From an optimization exercise on the open Yosys and OpenROAD flow, aimed at small area; shortcuts taken in it are not production practice. At most, simulation tests tie the RTL to the original design; equivalence was not proved. Function not checked in runs 4 to 6 and 8: the RTL went through the layout flow alone. The clock port is modelled as an ideal driver; clocking choices that lean on that would not hold on a real chip. Power is estimated from default activity; no workload was simulated.

[flow/standard.sh]
#!/bin/bash
# synth_recipe.tcl (not shown) runs the flow's synth.tcl, then flattens the netlist and writes it again
# the make line also repeats each setting of config.mk as NAME=value (left out here)
make -C /OpenROAD-flow-scripts/flow DESIGN_CONFIG=/design/flow/config.mk WORK_HOME=/design/flow/orfs CLKGATE_MAP_FILE= SYNTH_SCRIPT=/design/flow/synth_recipe.tcl "${@:-finish}"
[flow/design.v]
`default_nettype none
package muldiv_pkg;
	typedef enum logic [1:0] {
		op_shl = 2'd0,
		op_mul = 2'd1,
		op_div = 2'd2,
		op_shr = 2'd3
	} md_op_e;
	typedef logic [16-1:0] md_word_t;
endpackage
`default_nettype wire
`default_nettype none
module operand_issue (
	input  logic                                   start,
	input  muldiv_pkg::md_op_e                     op,
	input  logic                                   signed_mode,
	input  logic [1:0]                             src1_sel,
	input  logic [1:0]                             src2_sel,
	input  muldiv_pkg::md_word_t [4-1:0]    src_regs,
	output logic                                   valid,
	output logic                                   is_div,
	output logic                                   cin,
	output logic                                   neg,
	output muldiv_pkg::md_word_t                   opa,
	output muldiv_pkg::md_word_t                   opq
);
	localparam int W = 16;
	muldiv_pkg::md_word_t x;
	muldiv_pkg::md_word_t y;
	muldiv_pkg::md_word_t pow2;
	logic sdiv;
	logic sx;
	logic sy;
	logic use_y;
	logic inv;
	logic [W-1:0] low_nz;
	assign x = src_regs[src1_sel];
	assign y = src_regs[src2_sel];
	always_comb begin
		pow2 = '0;
		pow2[{1'b0, y[2:0]} + 4'd1] = 1'b1;
	end
	assign sdiv = signed_mode & (op == muldiv_pkg::op_div);
	assign sx = sdiv & x[W-1];
	assign sy = sdiv & y[W-1];
	assign low_nz[0] = 1'b0;
	for (genvar i = 1; i < W; i++) begin : g_nz
		assign low_nz[i] = |x[i-1:0];
	end
	assign valid = start;
	assign is_div = op[1];
	assign cin = op[1] & ~sy;
	assign neg = sx ^ sy;
	assign use_y = op[0] ^ op[1];
	assign inv = op[1] & ~sy;
	assign opa = {W{inv}} ^ (use_y ? y : pow2);
	assign opq = x ^ (low_nz & {W{sx}});
endmodule
`default_nettype wire
`default_nettype none
module muldiv_step #(
	parameter int ROW = 0
) (
	input  logic                 is_div,
	input  logic                 cin,
	input  logic [ROW:0]         p_in,      
	input  muldiv_pkg::md_word_t opa,
	input  muldiv_pkg::md_word_t opq_in,
	output logic [ROW:0]         p_out,
	output muldiv_pkg::md_word_t opq_out
);
	localparam int W = 16;
	localparam int QB = W - 1 - ROW;
	logic t;
	logic [ROW:0] in1;
	logic [ROW:0] sum;
	logic [ROW+1:0] c;
	logic upper_ones;
	logic sel;
	assign t = opq_in[QB];
	if (ROW == 0) begin : g_in0
		assign in1 = is_div & t;
	end else begin : g_in
		assign in1 = {p_in[ROW:1], is_div & t};
	end
	if (ROW + 1 <= 0) begin : g_ripple
		assign c[0] = cin;
		for (genvar i = 0; i <= ROW; i++) begin : g_fa
			assign sum[i] = in1[i] ^ opa[i] ^ c[i];
			assign c[i+1] = (in1[i] & opa[i]) | (in1[i] & c[i]) | (opa[i] & c[i]);
		end
	end else begin : g_prefix
		localparam int N = ROW + 1;
		localparam int L = (N > 8) ? 4 : (N > 4) ? 3 : (N > 2) ? 2 : 1;
		logic [N-1:0] pp;
		logic [N-1:0] gg [0:L];
		logic [N-1:0] pr [0:L];
		assign pp = in1 ^ opa[ROW:0];
		always_comb begin
			gg[0] = in1 & opa[ROW:0];
			pr[0] = pp;
		end
		for (genvar l = 0; l < L; l++) begin : g_lvl
			for (genvar i = 0; i < N; i++) begin : g_node
				if (((i >> l) & 1) == 1) begin : g_comb
					localparam int K = ((i >> l) << l) - 1;
					assign gg[l+1][i] = gg[l][i] | (pr[l][i] & gg[l][K]);
					assign pr[l+1][i] = pr[l][i] & pr[l][K];
				end else begin : g_pass
					assign gg[l+1][i] = gg[l][i];
					assign pr[l+1][i] = pr[l][i];
				end
			end
		end
		assign c[0] = cin;
		assign c[N:1] = gg[L] | (pr[L] & {N{cin}});
		assign sum = pp ^ c[ROW:0];
	end
	if (ROW == W - 1) begin : g_top
		assign upper_ones = 1'b1;
	end else begin : g_up
		assign upper_ones = &opa[W-1:ROW+1];
	end
	assign sel = is_div ? (c[ROW+1] & upper_ones) : t;
	if (ROW == W - 1) begin : g_last
		assign p_out = t ? sum : in1;
	end else begin : g_mid
		assign p_out = sel ? sum : in1;
	end
	always_comb begin
		opq_out = opq_in;
		opq_out[QB] = sel;
	end
endmodule
`default_nettype wire
`default_nettype none
module result_collect (
	input  logic                  clk,
	input  logic                  rst,
	input  logic                  valid,
	input  logic                  is_div,
	input  logic                  cin,
	input  logic                  neg,
	input  muldiv_pkg::md_word_t  opa,
	input  muldiv_pkg::md_word_t  prod,
	input  muldiv_pkg::md_word_t  quot,
	output muldiv_pkg::md_word_t  result,
	output logic                  done,
	output logic                  div_by_zero
);
	muldiv_pkg::md_word_t value_d;
	logic dbz;
	muldiv_pkg::md_word_t res_q;
	logic done_q;
	logic dbz_q;
	logic neg_q;
	assign dbz = is_div & cin & (&opa);
	assign value_d = is_div ? quot : prod;
	always_ff @(posedge clk or posedge rst) begin
		if (rst) begin
			res_q <= '0;
			neg_q <= 1'b0;
			done_q <= 1'b0;
			dbz_q <= 1'b0;
		end else begin
			done_q <= valid;
			dbz_q <= valid & dbz;
			if (valid) begin
				res_q <= value_d;
				neg_q <= neg & ~dbz;
			end
		end
	end
	assign result = neg_q ? -res_q : res_q;
	assign done = done_q;
	assign div_by_zero = dbz_q;
endmodule
`default_nettype wire
`default_nettype none
module muldiv_unit (
	input  logic                                   clk,
	input  logic                                   rst,
	input  logic                                   start,
	input  muldiv_pkg::md_op_e                     op,
	input  logic                                   signed_mode,
	input  logic [1:0]                             src1_sel,
	input  logic [1:0]                             src2_sel,
	input  muldiv_pkg::md_word_t [4-1:0]    src_regs,
	output muldiv_pkg::md_word_t                   result,
	output logic                                   done,
	output logic                                   div_by_zero
);
	localparam int W = 16;
	localparam logic [W-1:0] CUT = 16'b0001001001000100;
	logic [W:0]   valid_s;
	logic [W:0]   is_div_s;
	logic [W:0]   cin_s;
	logic [W:0]   neg_s;
	muldiv_pkg::md_word_t p_s   [0:W];
	muldiv_pkg::md_word_t opa_s [0:W];
	muldiv_pkg::md_word_t opq_s [0:W];
	operand_issue i_operand_issue (
		.start       (start),
		.op          (op),
		.signed_mode (signed_mode),
		.src1_sel    (src1_sel),
		.src2_sel    (src2_sel),
		.src_regs    (src_regs),
		.valid       (valid_s[0]),
		.is_div      (is_div_s[0]),
		.cin         (cin_s[0]),
		.neg         (neg_s[0]),
		.opa         (opa_s[0]),
		.opq         (opq_s[0])
	);
	assign p_s[0] = '0;
	for (genvar j = 0; j < W; j++) begin : g_row
		logic [j:0] p_in;
		logic [j:0] p_out;
		muldiv_pkg::md_word_t p_d;
		muldiv_pkg::md_word_t opq_d;
		if (j == 0) begin : g_p0
			assign p_in = 1'b0;
		end else begin : g_p
			assign p_in = {p_s[j][j-1:0], 1'b0};
		end
		muldiv_step #(
			.ROW (j)
		) i_muldiv_step (
			.is_div  (is_div_s[j]),
			.cin     (cin_s[j]),
			.p_in    (p_in),
			.opa     (opa_s[j]),
			.opq_in  (opq_s[j]),
			.p_out   (p_out),
			.opq_out (opq_d)
		);
		always_comb begin
			p_d = '0;
			p_d[j:0] = p_out;
		end
		if (CUT[j]) begin : g_reg
			logic valid_q;
			logic is_div_q;
			logic cin_q;
			logic neg_q;
			logic [j:0] p_q;
			muldiv_pkg::md_word_t opa_q;
			muldiv_pkg::md_word_t opq_q;
			always_ff @(posedge clk or posedge rst) begin
				if (rst) begin
					valid_q <= 1'b0;
				end else begin
					valid_q <= valid_s[j];
				end
			end
			always_ff @(posedge clk) begin
				is_div_q <= is_div_s[j];
				cin_q <= cin_s[j];
				neg_q <= neg_s[j];
				p_q <= p_out;
				opa_q <= opa_s[j];
				opq_q <= opq_d;
			end
			assign valid_s[j+1] = valid_q;
			assign is_div_s[j+1] = is_div_q;
			assign cin_s[j+1] = cin_q;
			assign neg_s[j+1] = neg_q;
			always_comb begin
				p_s[j+1] = '0;
				p_s[j+1][j:0] = p_q;
			end
			assign opa_s[j+1] = opa_q;
			assign opq_s[j+1] = opq_q;
		end else begin : g_wire
			assign valid_s[j+1] = valid_s[j];
			assign is_div_s[j+1] = is_div_s[j];
			assign cin_s[j+1] = cin_s[j];
			assign neg_s[j+1] = neg_s[j];
			assign p_s[j+1] = p_d;
			assign opa_s[j+1] = opa_s[j];
			assign opq_s[j+1] = opq_d;
		end
	end
	result_collect i_result_collect (
		.clk         (clk),
		.rst         (rst),
		.valid       (valid_s[W]),
		.is_div      (is_div_s[W]),
		.cin         (cin_s[W]),
		.neg         (neg_s[W]),
		.opa         (opa_s[W]),
		.prod        (p_s[W]),
		.quot        (opq_s[W]),
		.result      (result),
		.done        (done),
		.div_by_zero (div_by_zero)
	);
endmodule
`default_nettype wire
[flow/flow/post_cts.tcl]
# Upsize clock buffers that drive many flip-flops, to keep the clock slew low.
set n_up 0
foreach inst [[ord::get_db_block] getInsts] {
  set master [[$inst getMaster] getName]
  if { $master eq "sky130_fd_sc_hd__clkbuf_8" } {
    set net [[$inst findITerm X] getNet]
    if { $net ne "NULL" } {
      set loads [expr { [llength [$net getITerms]] - 1 }]
      if { $loads > 14 } {
        replace_cell [$inst getName] sky130_fd_sc_hd__clkbuf_16
        incr n_up
      }
    }
  }
}
puts "post_cts: upsized $n_up clock buffers"
if { $n_up > 0 } {
  detailed_placement
  check_placement -verbose
  estimate_parasitics -placement
}
[flow/config.mk]
export PLATFORM = sky130hd
export DESIGN_NAME = muldiv_unit
export DESIGN_NICKNAME = muldiv_unit
export VERILOG_FILES = /design/flow/design.v
export SDC_FILE = /design/flow/constraint.sdc
export NUM_CORES = 4
export LEC_CHECK = 0
export CAP_MARGIN = 20
export CORE_MARGIN = 2
export CORE_UTILIZATION = 65
export GPL_TIMING_DRIVEN = 0
export SLEW_MARGIN = 20
[flow/flow/run.sh]
#!/bin/bash
# Standard ORFS layout with smaller port buffers, a clock tree of clkbuf_8
# without dummy loads (heavily loaded clock buffers upsized after CTS), and
# power recovery on non-critical gates.
set -euo pipefail
cd "$(dirname "$0")/.."
W=$(pwd)
export BUFFER_PORTS_ARGS="-buffer_cell sky130_fd_sc_hd__buf_1"
export CTS_ARGS="-sink_clustering_enable -repair_clock_nets -buf_list sky130_fd_sc_hd__clkbuf_8 -dont_use_dummy_load"
export POST_CTS_TCL="$W/flow/post_cts.tcl"
export RECOVER_POWER=100
bash standard.sh synth > synth.log 2>&1
bash standard.sh > layout.log 2>&1
[flow/constraint.sdc]
create_clock -name core_clock -period 8.0 [get_ports {clk}]
set_input_delay 1.6000 -clock core_clock [delete_from_list [all_inputs] [get_ports {clk}]]
set_output_delay 1.6000 -clock core_clock [all_outputs]
set_load 0.01 [all_outputs]
==> flow_metrics.tcl, run 1 <==
set metrics [dict create \
    met3_length_um 1254 \
    r2r_start "g_row[12].g_reg.is_div_q$_DFF_P_" \
    synth_nets 1561 \
    pre_cts_slack_ns -0.7758 \
    r2r_setup_slack_ns 0.41 \
    r2r-end "i_result_collect.res_q[15]$_DFFE_PP0P_" \
    critPathLaunchType "register" \
    whs_endpoint "g_row[12].g_reg.opq_q[6]$_DFF_P_" \
    ys_types 77 \
    min_path_cells 0 \
    async_reset_ff_share_pct 11.73 \
    ys_seq_area_share_pct 30.86 \
    netlist_area_mm2 0.01309 \
    gp_congestion 0.9794 \
    cp_max_fo 10 \
    die_width_um 145.9 \
    n_antenna_cell 0 \
    critPathArrivalTime_ns 7.85 \
    m1WireLength_um 13160 \
    drt_iter0_drc 496 \
    ir_drop_mv 0.2499 \
    worst_slack_ns 0.4063 \
    crit_type "register to register" \
    worstPathRequired_ns 8.25 \
    worst_slew_pin_slew_ns 0.9812 \
    antenna_found_initial 0 \
    grt_usage_pct 29.10 \
    ys_ff_latch 196 \
    vias 10420 \
    clk_latency_ns 0.39 \
    hold_slack_ns 0.3005 \
    die_y_um 145.9 \
    hp-start "g_row[9].g_reg.opq_q[6]$_DFF_P_" \
    rows 51 \
    finalCritPeriodShare_pct 94.92 \
    r2r_cells 30 \
    io_pins 92 \
    fin_skew_ns 0.03220 \
    synthCells 1337 \
    io_buffers 87 \
    grt_pass1_wl_um 50320 \
    grt_max_degree 24 \
    hold_class "register to register" \
    synth_area_leaders "dfxtp_1, ha_1, xnor2_1" \
    clkSlewWorstSetupHoldPaths_ns 0.07 \
    worst_path_max_delay_cell "o41a_1" \
    crit_path_end_kind "register" \
    synth_area_per_cell_um2 9.790 \
    slew_headroom_pct 34.30 \
    p_per_area_mw_per_mm2 420.0 \
    drive_gt1_share_pct 13.02 \
    met2WireLength_um 15270 \
    synth_edf_count 0 \
    start_util_pct 66.81 \
    fin_nets 1670 \
    drtAntennaViolNets 0 \
    clock.fmax_mhz 131.7 \
    coreArea_mm2 0.01959 \
    wl_per_cell_um 17.93 \
    hold_violations 0 \
    syn2layout_area_growth_pct 8.604 \
    status "no timing/DRC/antenna violations" \
    yosysTopAreaCellShare_pct 26.46 \
    cts_tree "yes" \
    period_minus_slack_ns 7.594 \
    total_power_w 0.005970 \
    cts_sinks 196 \
    dp_hpwl_um 25050 \
    finalSetupViolCount 0 \
    drtPass1Iterations 5 \
    yosys.area.top_type "dfxtp_1" \
    wirelength_um 30640 \
    ys.flop_type "dfxtp_1" \
    top_layer_used "met4" \
    vias_per_cell 6.098 \
    cap_violations 0 \
    fp.dieArea_mm2 0.02129 \
    grt_pass1_vias 10520 \
    critPathMaxStageDelay_ns 0.44 \
    final_core_util_pct 72.56 \
    leakage_nw 6.093 \
    synth-warning-count 1067 \
    grt-ovfl-total 0 \
    final_max_slew_viol_count 0 \
    drcViolationCount 0 \
]
==> state kept, by name, indices dropped and copies added (netlist names), 4 cells and up <==
register / flops
g_row.g_reg.cin_q: 4
g_row.g_reg.is_div_q: 4
g_row.g_reg.neg_q: 4
g_row.g_reg.opa_q: 64
g_row.g_reg.opq_q: 64
g_row.g_reg.p_q: 33
g_row.g_reg.valid_q: 4
i_result_collect.res_q: 16
==> per-layer routing <==
| layer | GRT usage (%) | vias up |
|---|---|---|
| li1 | - | 5065 |
| met1 | 36.42 | 5000 |
| met2 | 51.01 | 284 |
| met3 | 3.918 | 72 |
| met4 | 11.27 | 0 |
| met5 | 0 | - |
==> critical path, delay by kind of cell, from the launching register on <==
family                   cells  cell delay, ns
flip-flops                   1            0.37
AO/OA/AOI/OAI               18            4.23
XOR/XNOR                     1            0.15
buffers and inverters        4            0.84
AND/OR/NAND/NOR              4            0.89
adder cells (fa/ha/maj)      3            0.99
==> logic make-up after synthesis <==
family          share of synthesized area [%]
simple gates                            11.30
mux                                     13.48
flops                                   30.86
fa+ha+maj                               15.08
xor+xnor                                10.09
compound gates                          15.85
buf+inv                                 3.336
==> metrics by stage <==
stage	cell area [um2]	instances	TNS (ns)
global route	14210	1709	-0.2579
global placement	13750	1689	-8.781
finish	14210	1709	0
floorplan	13090	1337	0
detailed placement	13750	1689	-9.224
==> how the worst max path moves through the flow <==
stage | startpoint | endpoint | slack [ns] | depth (start not counted)
finish | g_row[12].g_reg.is_div_q$_DFF_P_ | i_result_collect.res_q[15]$_DFFE_PP0P_ | 0.41 | 30
global route | g_row[2].g_reg.is_div_q$_DFF_P_ | g_row[6].g_reg.p_q[5]$_DFF_P_ | -0.05 | 32
detailed placement | g_row[2].g_reg.is_div_q$_DFF_P_ | g_row[6].g_reg.p_q[1]$_DFF_P_ | -0.78 | 33
global placement | g_row[2].g_reg.is_div_q$_DFF_P_ | g_row[6].g_reg.p_q[5]$_DFF_P_ | -0.69 | 33
floorplan | g_row[2].g_reg.is_div_q$_DFF_P_ | g_row[6].g_reg.p_q[1]$_DFF_P_ | 0.61 | 33
==> layout make-up <==
type	instances	area, um2
Buffer	31	150.1
Clock buffer	17	279.0
Fill cell	1542	5375
Inverter	76	285.3
Multi-Input combinational cell	1032	8763
Sequential cell	196	4041
Tap cell	265	331.6
Timing Repair Buffer	92	364.1
==> cell usage after synthesis, drive strengths merged, types with 6 or more instances <==
library cell  count
dfxtp           173
ha              137
xnor2           105
mux2             87
nor2             81
inv              76
a21oi            74
nand2            59
o21ai            52
xor2             45
a21o             36
mux4             32
nor3             27
dfrtp            23
nand2b           22
and2             19
clkbuf           19
nand3            19
o21bai           19
o22ai            19
nor2b            16
o21a             16
o31ai            16
a31oi            14
buf              14
fa               13
and3             12
nor4             10
nand4             9
or3               9
a211oi            7
a22oi             7
a21boi            6
mux2i             6
o211ai            6
==> cells in the final DEF (no fill, tap or decap), types with 14 or more instances in the layout <==
cell / n
a21oi_1: 66
dfxtp_1: 171
o21a_1: 16
nand3_1: 19
a31oi_1: 14
o22ai_1: 16
and2_1: 17
clkbuf_1: 16
nor2_1: 81
xnor2_1: 104
nand2b_1: 22
nor2b_1: 16
dfrtp_1: 23
inv_1: 74
nand2_1: 59
o21ai_0: 47
mux4_2: 31
mux2_2: 80
buf_1: 89
xor2_1: 45
o21bai_1: 17
ha_1: 137
a21o_1: 36
nor3_1: 26
==> report_power, final <==
part,switching (W),internal (W)
clock,0.000284,0.000233
combinational,0.00212,0.00191
sequential,0.000211,0.00121
total,0.00262,0.00335
==> run 2: changes to the inputs <==
--- a/flow/config.mk
+++ b/flow/config.mk
@@ -9,4 +9,3 @@
 export CORE_MARGIN = 2
 export CORE_UTILIZATION = 65
-export GPL_TIMING_DRIVEN = 0
 export SLEW_MARGIN = 20
==> flow_metrics.tcl, run 2 <==
set metrics [dict create \
    status "no timing/DRC/antenna violations" \
    whs_endpoint "g_row[9].g_reg.opq_q[14]$_DFF_P_" \
    stdcell_count 1690 \
    critPathArrivalTime_ns 7.73 \
    r2r-end "g_row[6].g_reg.p_q[5]$_DFF_P_" \
    synth-warning-count 1067 \
    antenna_found_initial 0 \
    wirelength_um 30310 \
    hp-start "g_row[6].g_reg.opq_q[14]$_DFF_P_" \
    final_core_util_pct 71.33 \
    grt_pass1_wl_um 50400 \
    worstPathRequired_ns 8.28 \
    grt_max_degree 28 \
    critPathLaunchType "register" \
    crit_start "g_row[2].g_reg.is_div_q$_DFF_P_" \
    vias 10190 \
    final_common_cell "dfxtp_1" \
    yosysMostFrequentCell "dfxtp_1" \
    grtUsageMet3_pct 4.451 \
    dp_cells 1673 \
    hold_class "register to register" \
    r2r_cells 33 \
    grt_usage_pct 29.09 \
    rows 51 \
    synth_edf_count 0 \
    min_path_cells 0 \
    ys_types 77 \
    worst_path_max_delay_cell "mux2_2" \
    final_max_slew_viol_count 0 \
    ys_top_cells_by_count "dfxtp_1, ha_1, xnor2_1" \
    synth_area_per_cell_um2 9.790 \
    dp_hpwl_um 24750 \
    final_cell_mix "dfxtp_1, ha_1, xnor2_1, buf_1, nor2_1" \
    critPathMaxStageDelay_ns 0.40 \
    synth_nets 1561 \
    n_antenna_cell 0 \
    cap_violations 0 \
    busiest_layer "met2" \
    io_buffers 91 \
    clkSlewWorstSetupHoldPaths_ns 0.07 \
    gp_congestion 0.9562 \
    r2r_setup_slack_ns 0.54 \
    ys.flop_type "dfxtp_1" \
    met2_usage_pct 52.26 \
    netlist_area_mm2 0.01309 \
    cp_max_fo 7 \
    fin_setup_tns_ns 0 \
    r2r_start "g_row[2].g_reg.is_div_q$_DFF_P_" \
    drtAntennaViolNets 0 \
    start_util_pct 66.81 \
    vias_per_cell 6.030 \
    rsz0062_at_grt "no" \
    seq_area_mm2 0.004039 \
    grt-ovfl-total 0 \
    yosys.area.top_type "dfxtp_1" \
    hold_violations 0 \
    drtPass1Iterations 5 \
    die_width_um 145.9 \
    fin_nets 1651 \
    slew_headroom_pct 38.60 \
    wl_per_cell_um 17.93 \
    fin_skew_ns 0.02394 \
    crit_type "register to register" \
    clock.fmax_mhz 134.1 \
    drive_gt1_share_pct 10.18 \
    period_minus_slack_ns 7.457 \
    finalCritPeriodShare_pct 93.21 \
    ys_ff_latch 196 \
    syn2layout_area_growth_pct 6.758 \
    clk_latency_ns 0.40 \
    fp.dieArea_mm2 0.02129 \
    multiInputGateArea_mm2 0.008600 \
    die_y_um 145.9 \
    crit_path_end_kind "register" \
    cts_tree "yes" \
    synthCells 1337 \
    drt_iter0_drc 595 \
    finalSetupViolCount 0 \
    worst_slew_pin_slew_ns 0.9170 \
    coreArea_mm2 0.01959 \
    leakage_nw 6.000 \
    ir_drop_mv 0.2487 \
    grt_use_met1_pct 36.58 \
    grt_pass1_vias 10160 \
    synth_area_leaders "dfxtp_1, ha_1, xnor2_1" \
    drcViolationCount 0 \
    yosysTopAreaCellShare_pct 26.46 \
    cts_sinks 196 \
    async_reset_ff_share_pct 11.73 \
    ys_seq_area_share_pct 30.86 \
    top_regs "g_row.g_reg.opa_q (64), g_row.g_reg.opq_q (64), g_row.g_reg.p_q (33)" \
    num-fill-cells 1567 \
    p_per_area_mw_per_mm2 421.3 \
    io_pins 92 \
]
-- run 2: worst max-delay path by stage --
stage               cells past startpoint  slack, ns                       endpoint
global route                           23       0.05  g_row[9].g_reg.p_q[5]$_DFF_P_
detailed placement                     30       0.37  g_row[6].g_reg.p_q[5]$_DFF_P_
finish                                 33       0.54  g_row[6].g_reg.p_q[5]$_DFF_P_
global placement                       30       0.59  g_row[6].g_reg.p_q[3]$_DFF_P_
floorplan                              33       0.61  g_row[6].g_reg.p_q[1]$_DFF_P_
-- run 2: area by class of cell --
cell class / count / share of cell area, %
clock buffer: 17 / 2.158
sequential: 196 / 28.90
inverter: 76 / 2.042
tap: 265 / 2.373
timing repair buffer: 104 / 2.982
multi-input combinational: 1032 / 61.54
-- run 2: stage by stage --
stage	hold WS, ns	worst slack, ns	area, um2	power, W
finish	0.3239	0.5434	13970	0.005888
global placement	0.3097	0.5857	13710	0.005208
global route	0.3295	0.04609	13970	0.006442
detailed placement	0.3121	0.3690	13710	0.005301
floorplan	0.3096	0.6109	13090	0.004507
-- run 2: logic make-up after synthesis --
| group | count (synthesis) | share of synthesized area (%) |
|---|---|---|
| DFF | 196 | 30.86 |
| AOI/OAI and AO/OA | 313 | 15.85 |
| buffers and inverters | 109 | 3.336 |
| muxes | 125 | 13.48 |
| xor gates and xnor gates | 150 | 10.09 |
| adders and majority gates | 150 | 15.08 |
| and+or+nand+nor | 294 | 11.30 |
-- run 2: per-layer routing --
metal | wire length (um) | part of all wire [%] | up-vias
met5 | 0 | 0 | -
met4 | 599 | 2.0 | 0
met3 | 1277 | 4.2 | 40
met2 | 15300 | 50 | 264
met1 | 13130 | 43 | 4843
li1 | - | - | 5044
-- run 2: report_power, final --
part	total [W]	switching, W	internal (W)
Clock	0.000558	0.000303	0.000255
Combinational	0.00389	0.00204	0.00185
Sequential	0.00143	0.000224	0.00121
-- run 2: critical path, delay by kind of cell (launching register included) --
family,cells,cell delay (ns)
DFF,1,0.31
buffers and inverters,3,0.40
adders and majority gates,4,1.15
muxes,3,1.03
AOI/OAI and AO/OA,21,4.24
and+or+nand+nor,2,0.23
==> run 3: changes to the inputs <==
--- a/flow/config.mk
+++ b/flow/config.mk
@@ -8,4 +8,4 @@
 export CAP_MARGIN = 20
 export CORE_MARGIN = 2
-export CORE_UTILIZATION = 65
+export CORE_UTILIZATION = 55
 export SLEW_MARGIN = 20
==> flow_metrics.tcl, run 3 <==
set metrics [dict create \
    worst_path_most_repeated_cell "a21oi_1" \
    dp_hpwl_um 25580 \
    crit_family "compound AO/OA/AOI/OAI gates" \
    internal_power_w 0.003307 \
    worst_path_max_delay_cell "dfxtp_1" \
    synth_area_per_cell_um2 9.790 \
    ir_drop_mv 0.2062 \
    r2r_start "g_row[2].g_reg.is_div_q$_DFF_P_" \
    hp-start "g_row[6].g_reg.opq_q[13]$_DFF_P_" \
    worst_slew_pin_slew_ns 0.9924 \
    gp_congestion 0.8746 \
    clock.fmax_mhz 135.5 \
    worstPathRequired_ns 8.28 \
    drtPass1Iterations 5 \
    fin_area_mm2 0.01405 \
    p_sw_share_pct 43.66 \
    drtAntennaViolNets 0 \
    pwr-share-clk_pct 9.2 \
    grt_max_degree 28 \
    die_y_um 158.3 \
    clk_latency_ns 0.39 \
    vias 10080 \
    crit_path_end_kind "register" \
    hold_class "register to register" \
    num-fill-cells 2143 \
    drt_iter0_drc 658 \
    coreArea_mm2 0.02340 \
    vias_per_cell 5.775 \
    switchingPower_w 0.002563 \
    path_buf_inv 2 \
    pre_cts_slack_ns 0.4645 \
    grt_pass1_vias 9623 \
    n_antenna_cell 0 \
    whs_endpoint "g_row[9].g_reg.opq_q[13]$_DFF_P_" \
    r2r-end "g_row[6].g_reg.p_q[6]$_DFF_P_" \
    slew_headroom_pct 33.55 \
    yosysMostFrequentCell "dfxtp_1" \
    ys_top_cells_by_count "dfxtp_1, ha_1, xnor2_1" \
    grt_pass1_wl_um 49050 \
    yosys.area.top_type "dfxtp_1" \
    wl_per_cell_um 17.89 \
    rsz0062_at_grt "no" \
    status "no timing/DRC/antenna violations" \
    ys.flop_type "dfxtp_1" \
    grt-ovfl-total 0 \
    p_per_area_mw_per_mm2 417.8 \
    period_minus_slack_ns 7.380 \
    io_buffers 91 \
    seq_area_mm2 0.004039 \
    drcViolationCount 0 \
    pwr-share-comb_pct 66.2 \
    syn2layout_area_growth_pct 7.351 \
    cts_sinks 196 \
    synth_edf_count 0 \
    dpl_cell_area_mm2 0.01379 \
    async_reset_ff_share_pct 11.73 \
    synth_area_leaders "dfxtp_1, ha_1, xnor2_1" \
    final_common_cell "dfxtp_1" \
    total_power_w 0.005870 \
    ys_types 77 \
    ys_ff_latch 196 \
    synth_nets 1561 \
    start_util_pct 55.93 \
    yosysTopAreaCellShare_pct 26.46 \
    critPathArrivalTime_ns 7.66 \
    leakage_nw 6.005 \
    synth-warning-count 1067 \
    netlist_area_mm2 0.01309 \
    cp_max_fo 7 \
    r2r_setup_slack_ns 0.62 \
    final_cell_mix "dfxtp_1, ha_1, xnor2_1, buf_1, nor2_1" \
    antenna_found_initial 0 \
    clkSlewWorstSetupHoldPaths_ns 0.08 \
    finalCritPeriodShare_pct 92.26 \
    wirelength_um 31230 \
    hold_violations 0 \
    fp.dieArea_mm2 0.02505 \
    critPathLaunchType "register" \
    min_path_cells 0 \
    multiInputGateArea_mm2 0.008606 \
    fin_setup_tns_ns 0 \
    ys_seq_area_share_pct 30.86 \
    seqPwrFrac_pct 24.5 \
    fin_nets 1653 \
    rows 56 \
    grt_usage_pct 25.17 \
    top_regs "g_row.g_reg.opa_q (64), g_row.g_reg.opq_q (64), g_row.g_reg.p_q (33)" \
    r2r_cells 33 \
    synthCells 1337 \
    drive_gt1_share_pct 9.951 \
    io_pins 92 \
    worst_slack_ns 0.6195 \
    cts_tree "yes" \
    final_max_slew_viol_count 0 \
    critPathMaxStageDelay_ns 0.34 \
    crit_type "register to register" \
    die_width_um 158.3 \
    cap_violations 0 \
    fin_skew_ns 0.02769 \
    finalSetupViolCount 0 \
]
==> run 3: cell counts after synthesis <==
Identical to the previous run, type by type.
==> run 3: kinds of logic (layout without fill, tap and decap cells) <==
group / count (synthesis) / in the layout / synth area share [%]
flops: 196 / 196 / 30.86
xor+xnor: 150 / 150 / 10.09
compound gates: 313 / 313 / 15.85
simple gates: 294 / 294 / 11.30
buf+inv: 109 / 199 / 3.336
fa+ha+maj: 150 / 150 / 15.08
mux: 125 / 125 / 13.48
==> run 3: worst max-delay path by stage <==
stage | start | to | slack [ns] | cells past startpoint
2_1_floorplan | g_row[2].g_reg.is_div_q$_DFF_P_ | g_row[6].g_reg.p_q[1]$_DFF_P_ | 0.61 | 33
3_3_place_gp | g_row[2].g_reg.opa_q[0]$_DFF_P_ | g_row[6].g_reg.p_q[3]$_DFF_P_ | 0.67 | 30
3_5_place_dp | g_row[2].g_reg.opa_q[0]$_DFF_P_ | g_row[6].g_reg.p_q[5]$_DFF_P_ | 0.46 | 30
5_1_grt | g_row[6].g_reg.opa_q[0]$_DFF_P_ | g_row[9].g_reg.p_q[1]$_DFF_P_ | 0.03 | 23
6_report | g_row[2].g_reg.is_div_q$_DFF_P_ | g_row[6].g_reg.p_q[6]$_DFF_P_ | 0.62 | 33
==> run 3: layer usage <==
layer  global-route usage [%]  routed length (um)  vias up
met3                    3.647                 983       34
li1                         -                   -     5031
met4                    6.478                 586        0
met1                    32.55               14310     4821
met5                        0                   0        -
met2                    44.22               15350      197
==> run 3: final cells by class <==
type | instances | area share, %
flip-flops and latches | 196 | 28.74
repair buffers | 106 | 3.072
clock buffers | 17 | 2.066
inverters | 76 | 2.030
well taps | 319 | 2.841
multi-input cells | 1032 | 61.25
==> run 3: through the flow <==
step	instances	utilization [%]	hold slack, ns
2_1_floorplan	1337	-	0.3096
3_3_place_gp	1729	58.93	0.3095
3_5_place_dp	1729	58.93	0.3121
6_report	1746	60.04	0.3193
5_1_grt	1746	60.04	0.3194
==> run 3: power groups by stage <==
stage / clock (W) / sequential (W) / combinational, W
detailed placement: 0 / 0.00147 / 0.00385
floorplan: 0 / 0.00135 / 0.00316
global placement: 0 / 0.00146 / 0.00381
global route: 0.000594 / 0.00147 / 0.00435
finish: 0.000542 / 0.00144 / 0.00389
==> run 4: changes to the inputs <==
--- a/flow/design.v
+++ b/flow/design.v
@@ -84,5 +84,5 @@
 		assign in1 = {p_in[ROW:1], is_div & t};
 	end
-	if (ROW + 1 <= 0) begin : g_ripple
+	if (ROW + 1 <= 1) begin : g_ripple
 		assign c[0] = cin;
 		for (genvar i = 0; i <= ROW; i++) begin : g_fa
--- a/flow/config.mk
+++ b/flow/config.mk
@@ -8,4 +8,4 @@
 export CAP_MARGIN = 20
 export CORE_MARGIN = 2
-export CORE_UTILIZATION = 55
+export CORE_UTILIZATION = 65
 export SLEW_MARGIN = 20
==> flow_metrics.tcl, run 4 <==
set metrics [dict create \
    rows 52 \
    fin_setup_tns_ns 0 \
    ys_types 77 \
    pwr-share-clk_pct 8.8 \
    antenna_found_initial 0 \
    p_per_area_mw_per_mm2 414.5 \
    critPathMaxStageDelay_ns 0.39 \
    leakage_nw 5.975 \
    crit_type "register to register" \
    ys_ff_latch 196 \
    grt_pass1_wl_um 49970 \
    synth_nets 1596 \
    yosysTopAreaCellShare_pct 26.35 \
    num-fill-cells 1640 \
    clkSlewWorstSetupHoldPaths_ns 0.08 \
    drt_iter0_drc 495 \
    async_reset_ff_share_pct 11.73 \
    drtAntennaViolNets 0 \
    cts_sinks 196 \
    seqPwrFrac_pct 24.4 \
    met2_usage_pct 50.54 \
    netlist_area_mm2 0.01314 \
    grt_pass1_vias 10160 \
    dp_cells 1721 \
    cp_max_fo 7 \
    n_antenna_cell 0 \
    wl_per_cell_um 17.45 \
    grt_max_degree 24 \
    hold_violations 0 \
    synthCells 1372 \
    drive_gt1_share_pct 11.04 \
    worst_slew_pin_slew_ns 1.011 \
    grt_usage_pct 29.01 \
    internal_power_w 0.003298 \
    grt-ovfl-total 0 \
    ys_seq_area_share_pct 30.73 \
    critPathArrivalTime_ns 7.71 \
    critPathLaunchType "register" \
    drcViolationCount 0 \
    cap_violations 0 \
    period_minus_slack_ns 7.424 \
    stdcell_count 1738 \
    pwr-share-comb_pct 66.8 \
    dp_hpwl_um 25020 \
    busiest_layer "met2" \
    coreArea_mm2 0.02004 \
    ys_top_cells_by_count "dfxtp_1, ha_1, xnor2_1" \
    die_y_um 146.2 \
    dpl_cell_area_mm2 0.01384 \
    synth_area_per_cell_um2 9.579 \
    worst_slack_ns 0.5765 \
    grt_use_met1_pct 36.90 \
    finalSetupViolCount 0 \
    io_pins 92 \
    vias_per_cell 5.993 \
    worstPathRequired_ns 8.28 \
    synth_area_leaders "dfxtp_1, ha_1, mux2_2" \
    p_sw_share_pct 43.62 \
    switchingPower_w 0.002551 \
    fp.dieArea_mm2 0.02137 \
    ir_drop_mv 0.2497 \
    start_util_pct 65.58 \
    final_common_cell "dfxtp_1" \
    crit_path_end_kind "register" \
    synth_edf_count 0 \
    syn2layout_area_growth_pct 7.368 \
    io_buffers 91 \
    grtUsageMet3_pct 3.813 \
    worst_path_max_delay_cell "mux2_2" \
    cts_tree "yes" \
    die_width_um 146.2 \
    hold_class "register to register" \
    yosys.area.top_type "dfxtp_1" \
    final_cell_mix "dfxtp_1, ha_1, xnor2_1, buf_1, mux2_2" \
    wirelength_um 30330 \
    gp_congestion 0.9142 \
    drtPass1Iterations 5 \
    status "no timing/DRC/antenna violations" \
    yosysMostFrequentCell "dfxtp_1" \
    fin_nets 1694 \
    fin_area_mm2 0.01411 \
    clk_latency_ns 0.39 \
    final_max_slew_viol_count 0 \
    pre_cts_slack_ns 0.4020 \
    rsz0062_at_grt "no" \
    slew_headroom_pct 32.31 \
    finalCritPeriodShare_pct 92.79 \
    clock.fmax_mhz 134.7 \
    synth-warning-count 1063 \
    vias 10420 \
    top_regs "g_row.g_reg.opa_q (64), g_row.g_reg.opq_q (64), g_row.g_reg.p_q (33)" \
    ys.flop_type "dfxtp_1" \
    fin_skew_ns 0.02226 \
]
-- run 4: worst paths after layout --
path                       slack, ns                             from  cells past startpoint                                    end
setup / recovery                0.58  g_row[2].g_reg.is_div_q$_DFF_P_                     32          g_row[6].g_reg.p_q[6]$_DFF_P_
hold / removal                  0.32  g_row[6].g_reg.opq_q[4]$_DFF_P_                      0        g_row[9].g_reg.opq_q[4]$_DFF_P_
setup reg to reg                0.58  g_row[2].g_reg.is_div_q$_DFF_P_                     32          g_row[6].g_reg.p_q[6]$_DFF_P_
hold reg to reg                 0.32  g_row[6].g_reg.opq_q[4]$_DFF_P_                      0        g_row[9].g_reg.opq_q[4]$_DFF_P_
max in group asynchronous       6.10                              rst                      2  i_result_collect.res_q[8]$_DFFE_PP0P_
min in group asynchronous       1.37                              rst                      2       g_row[2].g_reg.valid_q$_DFF_PP0_
-- run 4: cell type report --
cell class / count / area, um2 / area share [%]
multi-input cells: 1067 / 8680 / 61.51
flip-flops and latches: 196 / 4040 / 28.63
repair buffers: 111 / 485.5 / 3.440
well taps: 270 / 337.8 / 2.394
inverters: 77 / 289.0 / 2.048
clock buffers: 17 / 279.0 / 1.977
-- run 4: cell families after synthesis --
| family | synth area share (%) |
|---|---|
| flip-flops | 30.73 |
| AO/OA/AOI/OAI | 15.97 |
| multiplexers | 13.17 |
| buffers and inverters | 3.294 |
| adder cells (fa/ha/maj) | 15.02 |
| AND/OR/NAND/NOR | 12.49 |
| XOR/XNOR | 9.330 |
-- run 4: through the flow --
stage / utilization (%) / hold WS (ns) / power, W
6_report: 70.42 / 0.3185 / 0.005849
5_1_grt: 70.42 / 0.3337 / 0.006408
3_5_place_dp: 69.07 / 0.3121 / 0.005293
3_3_place_gp: 69.07 / 0.3107 / 0.005189
2_1_floorplan: - / 0.3096 / 0.004472
-- run 4: worst max-delay path, delay by kind of cell (launching register included) --
family / cells / cell delay (ns)
flip-flops: 1 / 0.33
adder cells (fa/ha/maj): 4 / 1.16
AO/OA/AOI/OAI: 19 / 3.79
multiplexers: 4 / 1.44
buffers and inverters: 3 / 0.33
AND/OR/NAND/NOR: 2 / 0.30
-- run 4: per-layer routing --
metal  vias up  part of all wire [%]
met5         -                     0
met4         0                   3.5
met3        64                   3.3
met2       230                    49
met1      4938                    44
li1       5183                     -
-- run 4: power by group through the flow --
stage	clock network, W	logic (W)	registers [W]
2_1_floorplan	0	0.00312	0.00135
3_3_place_gp	0	0.00375	0.00144
3_5_place_dp	0	0.00385	0.00145
5_1_grt	0.000566	0.00439	0.00145
6_report	0.000516	0.00391	0.00143
==> run 5: changes to the inputs <==
--- a/flow/design.v
+++ b/flow/design.v
@@ -84,5 +84,5 @@
 		assign in1 = {p_in[ROW:1], is_div & t};
 	end
-	if (ROW + 1 <= 1) begin : g_ripple
+	if (ROW + 1 <= 4) begin : g_ripple
 		assign c[0] = cin;
 		for (genvar i = 0; i <= ROW; i++) begin : g_fa
@@ -192,5 +192,5 @@
 );
 	localparam int W = 16;
-	localparam logic [W-1:0] CUT = 16'b0001001001000100;
+	localparam logic [W-1:0] CUT = 16'b0001001001001000;
 	logic [W:0]   valid_s;
 	logic [W:0]   is_div_s;
==> flow_metrics.tcl, run 5 <==
set metrics [dict create \
    crit_type "primary input to register" \
    yosysMostFrequentCell "dfxtp_1" \
    finalSetupViolCount 0 \
    synth_area_leaders "dfxtp_1, ha_1, mux2_2" \
    yosys.area.top_type "dfxtp_1" \
    netlist_area_mm2 0.01321 \
    fin_nets 1695 \
    critPathArrivalTime_ns 7.81 \
    final_cell_mix "dfxtp_1, ha_1, xnor2_1, nor2_1, buf_1" \
    worst_path_most_repeated_cell "fa_1" \
    ys_top_cells_by_count "dfxtp_1, ha_1, xnor2_1" \
    critPathMaxStageDelay_ns 0.60 \
    crit_path_end_kind "register" \
    slew_headroom_pct 27.40 \
    synth-warning-count 1023 \
    ys_ff_latch 197 \
    antenna_found_initial 0 \
    top_regs "g_row.g_reg.opa_q (64), g_row.g_reg.opq_q (64), g_row.g_reg.p_q (34)" \
    io_buffers 91 \
    grt_pass1_wl_um 50600 \
    fin_skew_ns 0.03426 \
    synth_compound_gate_area_share_pct 15.35 \
    coreArea_mm2 0.02010 \
    final_max_slew_viol_count 0 \
    synthAdderAreaFrac_pct 14.80 \
    drtAntennaViolNets 0 \
    final_common_cell "dfxtp_1" \
    seq_area_mm2 0.004059 \
    drcViolationCount 0 \
    io_pins 92 \
    rows 52 \
    leakage_nw 6.199 \
    clkSlewWorstSetupHoldPaths_ns 0.08 \
    worst_path_max_delay_cell "or4_1" \
    clk_latency_ns 0.39 \
    vias_per_cell 5.897 \
    worst_slew_pin_slew_ns 1.078 \
    synth_top_family_by_area "compound AO/OA/AOI/OAI gates" \
    hold_violations 0 \
    hold_slack_ns 0.3141 \
    drt_iter0_drc 438 \
    finalCritPeriodShare_pct 94.56 \
    wirelength_um 30410 \
    cap_violations 0 \
    synth_edf_count 0 \
    worstPathRequired_ns 8.25 \
    die_width_um 146.5 \
    crit_family "simple AND/OR/NAND/NOR gates" \
    hold_class "register to register" \
    cp_max_fo 10 \
    grt-ovfl-total 0 \
    period_minus_slack_ns 7.565 \
    ys.flop_type "dfxtp_1" \
    ys_types 78 \
    vias 10280 \
    grt_usage_pct 29.10 \
    gp_congestion 0.9464 \
    dp_hpwl_um 24770 \
    async_reset_ff_share_pct 11.68 \
    synth-xor-area-share_pct 9.672 \
    die_y_um 146.5 \
    synth_nets 1569 \
    num-fill-cells 1591 \
    status "no timing/DRC/antenna violations" \
    synthCells 1349 \
    fp.dieArea_mm2 0.02148 \
    p_per_area_mw_per_mm2 424.7 \
    clock.fmax_mhz 132.2 \
    synth_area_per_cell_um2 9.791 \
    drive_gt1_share_pct 14.12 \
    start_util_pct 65.70 \
    cts_tree "yes" \
    stdcell_count 1743 \
    dp_cells 1724 \
    grt_pass1_vias 10290 \
    cts_sinks 197 \
    synth.area.mux_share_pct 14.36 \
    critPathLaunchType "primary input" \
    path_buf_inv 3 \
    wl_per_cell_um 17.45 \
    n_antenna_cell 0 \
    multiInputGateArea_mm2 0.008741 \
    drtPass1Iterations 5 \
    syn2layout_area_growth_pct 9.312 \
    ir_drop_mv 0.2337 \
    yosysTopAreaCellShare_pct 26.37 \
    final_core_util_pct 71.81 \
    grt_max_degree 28 \
    ys_seq_area_share_pct 30.73 \
    synth-simple-area-share_pct 11.66 \
]
[run 5: metal layers]
metal	vias up	GRT usage (%)	routed length, um
met1	4853	37.54	13660
met5	-	0	0
met3	52	4.125	1111
met2	245	50.75	14800
met4	0	9.078	839
li1	5128	-	-
[run 5: per-stage QoR]
step | power, W | setup TNS (ns) | worst slack, ns | instance area (um2)
finish | 0.006132 | 0 | 0.4349 | 14440
global route | 0.006726 | -0.05586 | -0.03083 | 14440
detailed placement | 0.005540 | -0.3248 | -0.1432 | 14120
global placement | 0.005439 | 0 | 0.0004619 | 14120
floorplan | 0.004674 | 0 | 0.05833 | 13210
[run 5: path summary, 6_finish.rpt]
| check | slack [ns] | end | start | depth (start not counted) |
|---|---|---|---|---|
| min reg2reg | 0.31 | g_row[6].g_reg.opq_q[13]$_DFF_P_ | g_row[3].g_reg.opq_q[13]$_DFF_P_ | 0 |
| max | 0.43 | g_row[3].g_reg.p_q[2]$_DFF_P_ | src1_sel[0] | 27 |
| max reg2reg | 0.57 | i_result_collect.res_q[0]$_DFFE_PP0P_ | g_row[12].g_reg.opq_q[2]$_DFF_P_ | 29 |
| max in group asynchronous | 6.05 | i_result_collect.res_q[12]$_DFFE_PP0P_ | rst | 2 |
| min | 0.31 | g_row[6].g_reg.opq_q[13]$_DFF_P_ | g_row[3].g_reg.opq_q[13]$_DFF_P_ | 0 |
| min in group asynchronous | 1.37 | i_result_collect.done_q$_DFF_PP0_ | rst | 2 |
[run 5: area by class of cell]
type                            count  area share, %
Inverter                           79          2.054
Timing Repair Buffer              140          5.018
Tap cell                          270          2.340
Multi-Input combinational cell   1040          60.54
Sequential cell                   197          28.11
Clock buffer                       17          1.933
[run 5: kinds of logic (layout without fill, tap and decap cells)]
kind of cell / after synthesis / count (layout)
AOI/OAI and AO/OA: 297 / 297
xor gates and xnor gates: 145 / 145
adders and majority gates: 146 / 146
buffers and inverters: 112 / 236
DFF: 197 / 197
muxes: 137 / 137
and+or+nand+nor: 315 / 315
[run 5: worst register-to-register path, delay by kind of cell (launching register included)]
family          cells  cell delay, ns
mux                 1            0.36
fa+ha+maj           3            0.75
buf+inv             2            0.41
simple gates        5            1.05
compound gates     18            4.28
flops               1            0.45
[run 5: where the power goes]
group | switching [W] | internal, W | leakage (nW)
logic | 0.00212 | 0.00204 | 4.32
clock network | 0.000294 | 0.000234 | 0.143
registers | 0.000223 | 0.00122 | 1.74
total | 0.00264 | 0.00349 | 6.20
==> run 6: changes to the inputs <==
--- a/flow/design.v
+++ b/flow/design.v
@@ -84,5 +84,5 @@
 		assign in1 = {p_in[ROW:1], is_div & t};
 	end
-	if (ROW + 1 <= 4) begin : g_ripple
+	if (ROW + 1 <= 0) begin : g_ripple
 		assign c[0] = cin;
 		for (genvar i = 0; i <= ROW; i++) begin : g_fa
==> flow_metrics.tcl, run 6 <==
set metrics [dict create \
    worst_path_most_repeated_cell "o21a_1" \
    critPathLaunchType "primary input" \
    grt-ovfl-total 0 \
    period_minus_slack_ns 7.517 \
    crit_start "src2_sel[0]" \
    rsz0062_at_grt "no" \
    min_path_cells 0 \
    fin_area_mm2 0.01422 \
    n_antenna_cell 0 \
    r2r-end "g_row[12].g_reg.p_q[1]$_DFF_P_" \
    whs_endpoint "g_row[6].g_reg.opq_q[13]$_DFF_P_" \
    worst_path_max_delay_cell "mux4_2" \
    hold_class "register to register" \
    vias 10300 \
    r2r_setup_slack_ns 0.49 \
    worst_slew_pin_slew_ns 1.352 \
    synth.area.mux_share_pct 14.08 \
    ir_drop_mv 0.2281 \
    clock.fmax_mhz 133.0 \
    crit_path_end_kind "register" \
    pwr-share-comb_pct 66.6 \
    synth-simple-area-share_pct 11.76 \
    gp_congestion 0.9009 \
    synth_edf_count 0 \
    ys_top_cells_by_count "dfxtp_1, ha_1, xnor2_1" \
    r2r_start "g_row[9].g_reg.is_div_q$_DFF_P_" \
    ys_ff_latch 197 \
    r2r_cells 26 \
    pwr-share-clk_pct 9.1 \
    ys_types 81 \
    worst_slack_ns 0.4826 \
    cp_max_fo 7 \
    syn2layout_area_growth_pct 7.816 \
    die_width_um 146.5 \
    p_per_area_mw_per_mm2 414.5 \
    synth-warning-count 1065 \
    yosysMostFrequentCell "dfxtp_1" \
    final_max_slew_viol_count 0 \
    netlist_area_mm2 0.01319 \
    critPathArrivalTime_ns 7.78 \
    coreArea_mm2 0.02010 \
    drtPass1Iterations 6 \
    synth_nets 1568 \
    antenna_found_initial 1 \
    drcViolationCount 0 \
    synthCells 1345 \
    internal_power_w 0.003367 \
    start_util_pct 65.61 \
    cts_tree "yes" \
    seq_area_mm2 0.004059 \
    synth_area_leaders "dfxtp_1, ha_1, mux2_2" \
    synth-xor-area-share_pct 9.552 \
    multiInputGateArea_mm2 0.008725 \
    wirelength_um 30070 \
    grt_pass1_vias 9933 \
    fp.dieArea_mm2 0.02145 \
    hold_violations 0 \
    finalCritPeriodShare_pct 93.97 \
    fin_nets 1670 \
    dp_hpwl_um 24510 \
    synth_area_per_cell_um2 9.807 \
    wl_per_cell_um 17.54 \
    vias_per_cell 6.006 \
    ys.flop_type "dfxtp_1" \
    ys_seq_area_share_pct 30.77 \
    synthAdderAreaFrac_pct 14.82 \
    hp-start "g_row[3].g_reg.opq_q[13]$_DFF_P_" \
    num-fill-cells 1598 \
    fin_skew_ns 0.03802 \
    p_sw_share_pct 42.88 \
    grt_max_degree 31 \
    die_y_um 146.5 \
    async_reset_ff_share_pct 11.68 \
    grt_usage_pct 28.36 \
    yosys.area.top_type "dfxtp_1" \
    finalSetupViolCount 0 \
    slew_headroom_pct 8.902 \
    status "no timing/DRC/antenna violations" \
    final_common_cell "dfxtp_1" \
    io_pins 92 \
    synth_compound_gate_area_share_pct 15.85 \
    stdcell_count 1715 \
    fin_setup_tns_ns 0 \
    synth_top_family_by_area "compound AO/OA/AOI/OAI gates" \
    worstPathRequired_ns 8.27 \
    grt_pass1_wl_um 49080 \
    drive_gt1_share_pct 12.66 \
    pre_cts_slack_ns 0.01249 \
    critPathMaxStageDelay_ns 0.58 \
    drt_iter0_drc 638 \
    rows 52 \
    seqPwrFrac_pct 24.3 \
    cap_violations 0 \
    crit_type "primary input to register" \
    dpl_cell_area_mm2 0.01393 \
    switchingPower_w 0.002528 \
    top_regs "g_row.g_reg.opa_q (64), g_row.g_reg.opq_q (64), g_row.g_reg.p_q (34)" \
    clkSlewWorstSetupHoldPaths_ns 0.08 \
    clk_latency_ns 0.40 \
    cts_sinks 197 \
    dp_cells 1698 \
    drtAntennaViolNets 0 \
    io_buffers 91 \
    yosysTopAreaCellShare_pct 26.41 \
    final_cell_mix "dfxtp_1, ha_1, xnor2_1, buf_1, mux2_2" \
    leakage_nw 6.015 \
]
[run 6: cell types whose count changed in the layout (fill, tap and decap cells not counted), moves of 6 or more]
cell	before	now
a21o_1	23	32
a21oi_1	67	61
and3_1	14	7
buf_4	39	23
ha_1	129	137
inv_1	78	65
nand3_1	11	18
nor2_1	91	77
nor3_1	26	36
o21ai_0	48	68
o21ai_1	3	10
[run 6: metal layers]
layer  global-route usage (%)  routed length (um)  vias up
li1                         -                   -     5102
met2                    50.38               14980      244
met1                    36.55               13410     4901
met3                    3.625                1015       51
met4                    7.621                 660        2
met5                        0                   7        -
[run 6: worst max path at each step]
| stage | depth (start not counted) | to |
|---|---|---|
| floorplan | 27 | g_row[3].g_reg.p_q[1]$_DFF_P_ |
| global route | 30 | i_result_collect.res_q[0]$_DFFE_PP0P_ |
| finish | 29 | g_row[3].g_reg.p_q[1]$_DFF_P_ |
| detailed placement | 29 | g_row[3].g_reg.p_q[1]$_DFF_P_ |
| global placement | 29 | g_row[3].g_reg.p_q[3]$_DFF_P_ |
[run 6: critical path: cells and delay by family]
| family | cells | cell delay [ns] |
|---|---|---|
| adder cells (fa/ha/maj) | 3 | 1.02 |
| AND/OR/NAND/NOR | 9 | 1.47 |
| multiplexers | 2 | 0.94 |
| buffers and inverters | 2 | 0.34 |
| AO/OA/AOI/OAI | 13 | 2.39 |
[run 6: area by class of cell]
cell class                 count  share of cell area, %
sequential                   197                  28.54
tap                          270                  2.376
timing repair buffer         119                  3.977
clock buffer                  17                  2.041
multi-input combinational   1047                  61.35
inverter                      65                  1.716
[run 6: power groups by stage]
stage          Clock [W]  Sequential (W)  Combinational (W)
5_1_grt         0.000584         0.00146            0.00441
3_5_place_dp           0         0.00145            0.00386
6_report        0.000536         0.00143            0.00393
3_3_place_gp           0         0.00145            0.00376
2_1_floorplan          0         0.00136            0.00316
[run 6: cells by family after synthesis]
kind of cell / count (synthesis)
muxes: 133
and+or+nand+nor: 308
xor gates and xnor gates: 143
adders and majority gates: 149
AOI/OAI and AO/OA: 314
buffers and inverters: 101
DFF: 197
[run 6: through the flow]
step	power (W)	hold slack [ns]	util, %
floorplan	0.004515	0.3096	-
global placement	0.005207	0.3104	69.29
detailed placement	0.005315	0.3121	69.29
global route	0.006454	0.3058	70.74
finish	0.005894	0.2928	70.74
==> run 7: changes to the inputs <==
--- a/flow/design.v
+++ b/flow/design.v
@@ -192,5 +192,5 @@
 );
 	localparam int W = 16;
-	localparam logic [W-1:0] CUT = 16'b0001001001001000;
+	localparam logic [W-1:0] CUT = 16'b0001001001000100;
 	logic [W:0]   valid_s;
 	logic [W:0]   is_div_s;
--- a/flow/config.mk
+++ b/flow/config.mk
@@ -6,6 +6,6 @@
 export NUM_CORES = 4
 export LEC_CHECK = 0
-export CAP_MARGIN = 20
+export CAP_MARGIN = 5
 export CORE_MARGIN = 2
 export CORE_UTILIZATION = 65
-export SLEW_MARGIN = 20
+export SLEW_MARGIN = 5
==> flow_metrics.tcl, run 7 <==
set metrics [dict create \
    status "no timing/DRC/antenna violations" \
    worstPathRequired_ns 8.28 \
    crit_type "register to register" \
    synth_nets 1561 \
    synth-warning-count 1067 \
    yosys.area.top_type "dfxtp_1" \
    worst_path_max_delay_cell "mux2_2" \
    syn2layout_area_growth_pct 6.758 \
    r2r-end "g_row[6].g_reg.p_q[5]$_DFF_P_" \
    coreArea_mm2 0.01959 \
    clock.fmax_mhz 134.1 \
    yosysMostFrequentCell "dfxtp_1" \
    hold_class "register to register" \
    fin_nets 1651 \
    gp_congestion 0.9562 \
    slew_headroom_pct 38.60 \
    fin_skew_ns 0.02394 \
    clk_latency_ns 0.40 \
    io_buffers 91 \
    final_common_cell "dfxtp_1" \
    ys_seq_area_share_pct 30.86 \
    synth_area_per_cell_um2 9.790 \
    final_max_slew_viol_count 0 \
    finalCritPeriodShare_pct 93.21 \
    drive_gt1_share_pct 10.18 \
    yosysTopAreaCellShare_pct 26.46 \
    grt_pass1_wl_um 50400 \
    fin_setup_tns_ns 0 \
    fp.dieArea_mm2 0.02129 \
    period_minus_slack_ns 7.457 \
    r2r_cells 33 \
    cap_violations 0 \
    r2r_setup_slack_ns 0.54 \
    dpl_cell_area_mm2 0.01371 \
    io_pins 92 \
    cts_tree "yes" \
    synth_area_leaders "dfxtp_1, ha_1, xnor2_1" \
    final_cell_mix "dfxtp_1, ha_1, xnor2_1, buf_1, nor2_1" \
    drtAntennaViolNets 0 \
    grt_pass1_vias 10160 \
    critPathArrivalTime_ns 7.73 \
    finalSetupViolCount 0 \
    synth_edf_count 0 \
    crit_path_end_kind "register" \
    start_util_pct 66.81 \
    min_path_cells 0 \
    antenna_found_initial 0 \
    vias_per_cell 6.030 \
    ys_types 77 \
    ir_drop_mv 0.2487 \
    synthCells 1337 \
    critPathLaunchType "register" \
    p_per_area_mw_per_mm2 421.3 \
    cp_max_fo 7 \
    critPathMaxStageDelay_ns 0.40 \
    n_antenna_cell 0 \
    top_regs "g_row.g_reg.opa_q (64), g_row.g_reg.opq_q (64), g_row.g_reg.p_q (33)" \
    vias 10190 \
    rsz0062_at_grt "no" \
    drt_iter0_drc 595 \
    whs_endpoint "g_row[9].g_reg.opq_q[14]$_DFF_P_" \
    num-fill-cells 1567 \
    grt_usage_pct 29.09 \
    grt-ovfl-total 0 \
    drtPass1Iterations 5 \
    hold_violations 0 \
    async_reset_ff_share_pct 11.73 \
    r2r_start "g_row[2].g_reg.is_div_q$_DFF_P_" \
    ys.flop_type "dfxtp_1" \
    wl_per_cell_um 17.93 \
    rows 51 \
    die_y_um 145.9 \
    grt_max_degree 28 \
    die_width_um 145.9 \
    dp_hpwl_um 24750 \
    leakage_nw 6.000 \
    netlist_area_mm2 0.01309 \
    clkSlewWorstSetupHoldPaths_ns 0.07 \
    hp-start "g_row[6].g_reg.opq_q[14]$_DFF_P_" \
    wirelength_um 30310 \
    worst_slew_pin_slew_ns 0.9170 \
    ys_top_cells_by_count "dfxtp_1, ha_1, xnor2_1" \
    fin_area_mm2 0.01397 \
    cts_sinks 196 \
    drcViolationCount 0 \
    ys_ff_latch 196 \
]
-- run 7: cell count changes after synthesis, moves of 10 or more --
cell      previous run  this run
nand2b_1             9        22
a21oi_1             61        73
o21a_1              32        16
nand2_1             74        59
o21ai_0             67        49
inv_1               64        74
-- run 7: worst max-delay path by stage --
| stage | start | to | slack [ns] | cells after the start |
|---|---|---|---|---|
| after floorplan | g_row[2].g_reg.is_div_q$_DFF_P_ | g_row[6].g_reg.p_q[1]$_DFF_P_ | 0.61 | 33 |
| after global placement | g_row[2].g_reg.opa_q[0]$_DFF_P_ | g_row[6].g_reg.p_q[3]$_DFF_P_ | 0.59 | 30 |
| after detailed placement | g_row[2].g_reg.opa_q[0]$_DFF_P_ | g_row[6].g_reg.p_q[5]$_DFF_P_ | 0.37 | 30 |
| after global routing | g_row[6].g_reg.opa_q[0]$_DFF_P_ | g_row[9].g_reg.p_q[5]$_DFF_P_ | 0.05 | 23 |
| final | g_row[2].g_reg.is_div_q$_DFF_P_ | g_row[6].g_reg.p_q[5]$_DFF_P_ | 0.54 | 33 |
-- run 7: cell families (layout without fill, tap and decap cells) --
logic type	Yosys count	count (layout)	share of synthesized area (%)
DFF	196	196	30.86
adders and majority gates	150	150	15.08
xor gates and xnor gates	150	150	10.09
muxes	125	125	13.48
buffers and inverters	109	197	3.336
and+or+nand+nor	294	294	11.30
AOI/OAI and AO/OA	313	313	15.85
-- run 7: critical path, delay by kind of cell, from the launching register on --
kind	cells	cell delay, ns
muxes	3	1.03
and+or+nand+nor	2	0.23
AOI/OAI and AO/OA	21	4.24
adders and majority gates	4	1.15
buffers and inverters	3	0.40
DFF	1	0.31
-- run 7: layout make-up --
cell class | count | area (um2) | area share (%)
Inverter | 76 | 285.3 | 2.042
Clock buffer | 17 | 301.5 | 2.158
Timing Repair Buffer | 104 | 416.7 | 2.982
Sequential cell | 196 | 4039 | 28.90
Multi-Input combinational cell | 1032 | 8600 | 61.54
Tap cell | 265 | 331.6 | 2.373
-- run 7: stage by stage --
step,hold WS (ns),setup WS (ns),util [%],instances,power [W]
floorplan,0.3096,0.6109,-,1337,0.004507
global placement,0.3097,0.5857,69.98,1673,0.005208
detailed placement,0.3121,0.3690,69.98,1673,0.005301
global route,0.3295,0.04609,71.33,1690,0.006442
finish,0.3239,0.5434,71.33,1690,0.005888
-- run 7: report_power, final --
| group | internal (W) | leakage (nW) | switching, W |
|---|---|---|---|
| registers | 0.00121 | 1.73 | 0.000224 |
| clock network | 0.000255 | 0.153 | 0.000303 |
| logic | 0.00185 | 4.11 | 0.00204 |
| total | 0.00332 | 6.00 | 0.00257 |
-- run 7: layer usage --
metal	global-route usage, %	vias to the layer above	share of wire (%)
met2	52.26	264	50
met3	4.451	40	4.2
met1	36.58	4843	43
li1	-	5044	-
met4	7.402	0	2.0
met5	0	-	0
==> run 8: changes to the inputs <==
--- a/flow/design.v
+++ b/flow/design.v
@@ -99,4 +99,5 @@
 		always_comb begin
 			gg[0] = in1 & opa[ROW:0];
+			gg[0][0] = (in1[0] & opa[0]) | (pp[0] & cin);
 			pr[0] = pp;
 		end
@@ -114,5 +115,5 @@
 		end
 		assign c[0] = cin;
-		assign c[N:1] = gg[L] | (pr[L] & {N{cin}});
+		assign c[N:1] = gg[L];
 		assign sum = pp ^ c[ROW:0];
 	end
--- a/flow/config.mk
+++ b/flow/config.mk
@@ -6,6 +6,6 @@
 export NUM_CORES = 4
 export LEC_CHECK = 0
-export CAP_MARGIN = 5
+export CAP_MARGIN = 20
 export CORE_MARGIN = 2
 export CORE_UTILIZATION = 65
-export SLEW_MARGIN = 5
+export SLEW_MARGIN = 20
==> flow_metrics.tcl, run 8 <==
set metrics [dict create \
    synth_nets 1529 \
    hp-start "g_row[6].g_reg.opq_q[12]$_DFF_P_" \
    synth-warning-count 1067 \
    drtPass1Iterations 7 \
    io_buffers 91 \
    grt_pass1_wl_um 47930 \
    synth_area_per_cell_um2 10.08 \
    yosysTopAreaCellShare_pct 26.65 \
    yosys.area.top_type "dfxtp_1" \
    worst_path_most_repeated_cell "a21o_1" \
    fin_skew_ns 0.03041 \
    fin_nets 1635 \
    final_common_cell "dfxtp_1" \
    cts_sinks 196 \
    coreArea_mm2 0.01953 \
    critPathArrivalTime_ns 7.89 \
    final_cell_mix "dfxtp_1, ha_1, inv_1, buf_1, nand2_1" \
    num-fill-cells 1542 \
    drcViolationCount 0 \
    switchingPower_w 0.002284 \
    critPathLaunchType "register" \
    drt_iter0_drc 564 \
    die_width_um 145.4 \
    r2r_start "g_row[2].g_reg.is_div_q$_DFF_P_" \
    r2r_setup_slack_ns 0.38 \
    worst_path_max_delay_cell "dfxtp_1" \
    multiInputGateArea_mm2 0.008454 \
    hold_class "register to register" \
    p_per_area_mw_per_mm2 378.2 \
    n_antenna_cell 0 \
    ys_seq_area_share_pct 31.08 \
    grt_pass1_vias 9726 \
    grt_max_degree 28 \
    yosysMostFrequentCell "dfxtp_1" \
    crit_type "register to register" \
    status "no timing/DRC/antenna violations" \
    pwr-share-clk_pct 9.7 \
    synth_area_leaders "dfxtp_1, ha_1, fa_1" \
    netlist_area_mm2 0.01300 \
    slew_headroom_pct 43.07 \
    drtAntennaViolNets 0 \
    p_sw_share_pct 42.91 \
    antenna_found_initial 0 \
    vias_per_cell 5.902 \
    whs_endpoint "g_row[9].g_reg.opq_q[12]$_DFF_P_" \
    finalCritPeriodShare_pct 95.21 \
    period_minus_slack_ns 7.617 \
    leakage_nw 6.142 \
    total_power_w 0.005324 \
    fp.dieArea_mm2 0.02114 \
    final_max_slew_viol_count 0 \
    internal_power_w 0.003039 \
    seqPwrFrac_pct 27.2 \
    crit_path_end_kind "register" \
    syn2layout_area_growth_pct 8.318 \
    finalSetupViolCount 0 \
    dp_hpwl_um 24120 \
    top_regs "g_row.g_reg.opa_q (64), g_row.g_reg.opq_q (64), g_row.g_reg.p_q (33)" \
    vias 9785 \
    wirelength_um 29110 \
    die_y_um 145.4 \
    fin_area_mm2 0.01408 \
    rows 51 \
    worst_slew_pin_slew_ns 0.8540 \
    ir_drop_mv 0.2078 \
    clkSlewWorstSetupHoldPaths_ns 0.07 \
    async_reset_ff_share_pct 11.73 \
    synthCells 1289 \
    grt-ovfl-total 0 \
    wl_per_cell_um 17.56 \
    seq_area_mm2 0.004040 \
    ys_top_cells_by_count "dfxtp_1, ha_1, inv_1" \
    drive_gt1_share_pct 11.20 \
    gp_congestion 0.9338 \
    min_path_cells 0 \
    ys_types 77 \
    r2r_cells 33 \
    pwr-share-comb_pct 63.2 \
    worstPathRequired_ns 8.27 \
    grt_usage_pct 28.04 \
    clk_latency_ns 0.39 \
    synth_edf_count 0 \
    ys.flop_type "dfxtp_1" \
    cap_violations 0 \
    start_util_pct 66.56 \
    ys_ff_latch 196 \
    r2r-end "g_row[6].g_reg.p_q[3]$_DFF_P_" \
    cts_tree "yes" \
    hold_violations 0 \
    clock.fmax_mhz 131.3 \
    io_pins 92 \
    critPathMaxStageDelay_ns 0.42 \
    dpl_cell_area_mm2 0.01369 \
    cp_max_fo 10 \
]
[run 8: cell count changes in the layout (fill, tap and decap cells not counted), moves of 25 or more]
cell	delta
inv_1	+25
fa_1	+49
a21oi_1	-25
mux2_2	-30
ha_1	-33
xnor2_1	-40
[run 8: critical path: cells and delay by family, from the launching register on]
family | cells | cell delay (ns)
AOI/OAI and AO/OA | 16 | 3.03
adders and majority gates | 6 | 1.78
buffers and inverters | 2 | 0.25
DFF | 1 | 0.42
muxes | 4 | 1.50
and+or+nand+nor | 5 | 0.54
[run 8: how the worst max path moves through the flow]
stage                                               start                            end  slack (ns)  depth (start not counted)
after floorplan           g_row[6].g_reg.is_div_q$_DFF_P_  g_row[9].g_reg.p_q[6]$_DFF_P_        0.31                         38
after global placement       g_row[2].g_reg.cin_q$_DFF_P_  g_row[6].g_reg.p_q[3]$_DFF_P_       -0.06                         33
after detailed placement     g_row[2].g_reg.cin_q$_DFF_P_  g_row[6].g_reg.p_q[3]$_DFF_P_       -0.16                         33
after global routing      g_row[2].g_reg.opa_q[2]$_DFF_P_  g_row[6].g_reg.p_q[3]$_DFF_P_       -0.01                         31
final                     g_row[2].g_reg.is_div_q$_DFF_P_  g_row[6].g_reg.p_q[3]$_DFF_P_        0.38                         33
[run 8: metrics by stage]
step	setup TNS (ns)	setup WS, ns	std cells	hold slack (ns)	util [%]
after floorplan	0	0.3145	1289	0.3096	-
after global placement	-0.2370	-0.06095	1632	0.3105	70.09
after detailed placement	-0.7116	-0.1594	1632	0.3121	70.09
after global routing	-0.01698	-0.01140	1658	0.3299	72.09
final	0	0.3834	1658	0.3253	72.09
[run 8: layer usage]
metal	vias to the layer above	share of wire (%)	track usage, %
li1	4792	-	-
met1	4705	44	36.23
met2	238	50	49.60
met3	50	3.8	3.856
met4	0	2.4	7.794
met5	-	0	0
[run 8: power by group through the flow]
stage	Clock, W	Sequential (W)	Combinational, W
after floorplan	0	0.00136	0.00265
after global placement	0	0.00147	0.00322
after detailed placement	0	0.00147	0.00331
after global routing	0.000563	0.00147	0.00382
final	0.000515	0.00145	0.00336
[run 8: final cells by class]
cell class | count | area share [%]
multi-input combinational | 953 | 60.06
sequential | 196 | 28.70
timing repair buffer | 126 | 4.213
inverter | 101 | 2.693
tap | 265 | 2.355
clock buffer | 17 | 1.982
[run 8: cell families (layout without fill, tap and decap cells)]
group,after synthesis,after routing,synth area share [%]
AOI/OAI and AO/OA,284,284,14.84
xor gates and xnor gates,101,101,6.922
adders and majority gates,166,166,19.56
buffers and inverters,140,244,4.380
DFF,196,196,31.08
muxes,101,101,11.56
and+or+nand+nor,301,301,11.66

## separate check: timing with driven ports
In the flow no input, the clock included, has a driving cell. The finished layouts below were timed again as built, in two steps.
Step 1, drivers: a clkbuf_16 drives clk and a buf_2 each remaining input, both assumed.
Step 2 times the ports against the registers' clock, not the clock port: input delays grow and output delays shrink by t, the midpoint of the rising clock arrivals with the driver on.
Slacks: no drivers / after step 1 / after step 2; pairs: no drivers / after step 1.
| run | t, ns | setup WS [ns] | slew at the worst register clock pin (ns) |
|---|---|---|---|
| run 1 | 0.419 | 0.406 / 0.406 / 0.406 | 0.08 / 0.08 |
| run 2 | 0.432 | 0.543 / 0.543 / 0.395 | 0.09 / 0.09 |
| run 3 | 0.422 | 0.620 / 0.620 / 0.260 | 0.08 / 0.08 |
| run 4 | 0.419 | 0.576 / 0.576 / 0.405 | 0.09 / 0.09 |
| run 5 | 0.407 | 0.435 / 0.446 / 0.039 | 0.09 / 0.09 |
| run 6 | 0.412 | 0.483 / 0.485 / 0.080 | 0.09 / 0.09 |
| run 7 | 0.432 | 0.543 / 0.543 / 0.395 | 0.09 / 0.09 |
| run 8 | 0.409 | 0.383 / 0.383 / 0.383 | 0.09 / 0.09 |
After both steps every run listed still meets setup and hold. For run 6, which loses most, drivers alone change the setup slack by +0.002 ns; drivers and shift together by -0.403 ns.
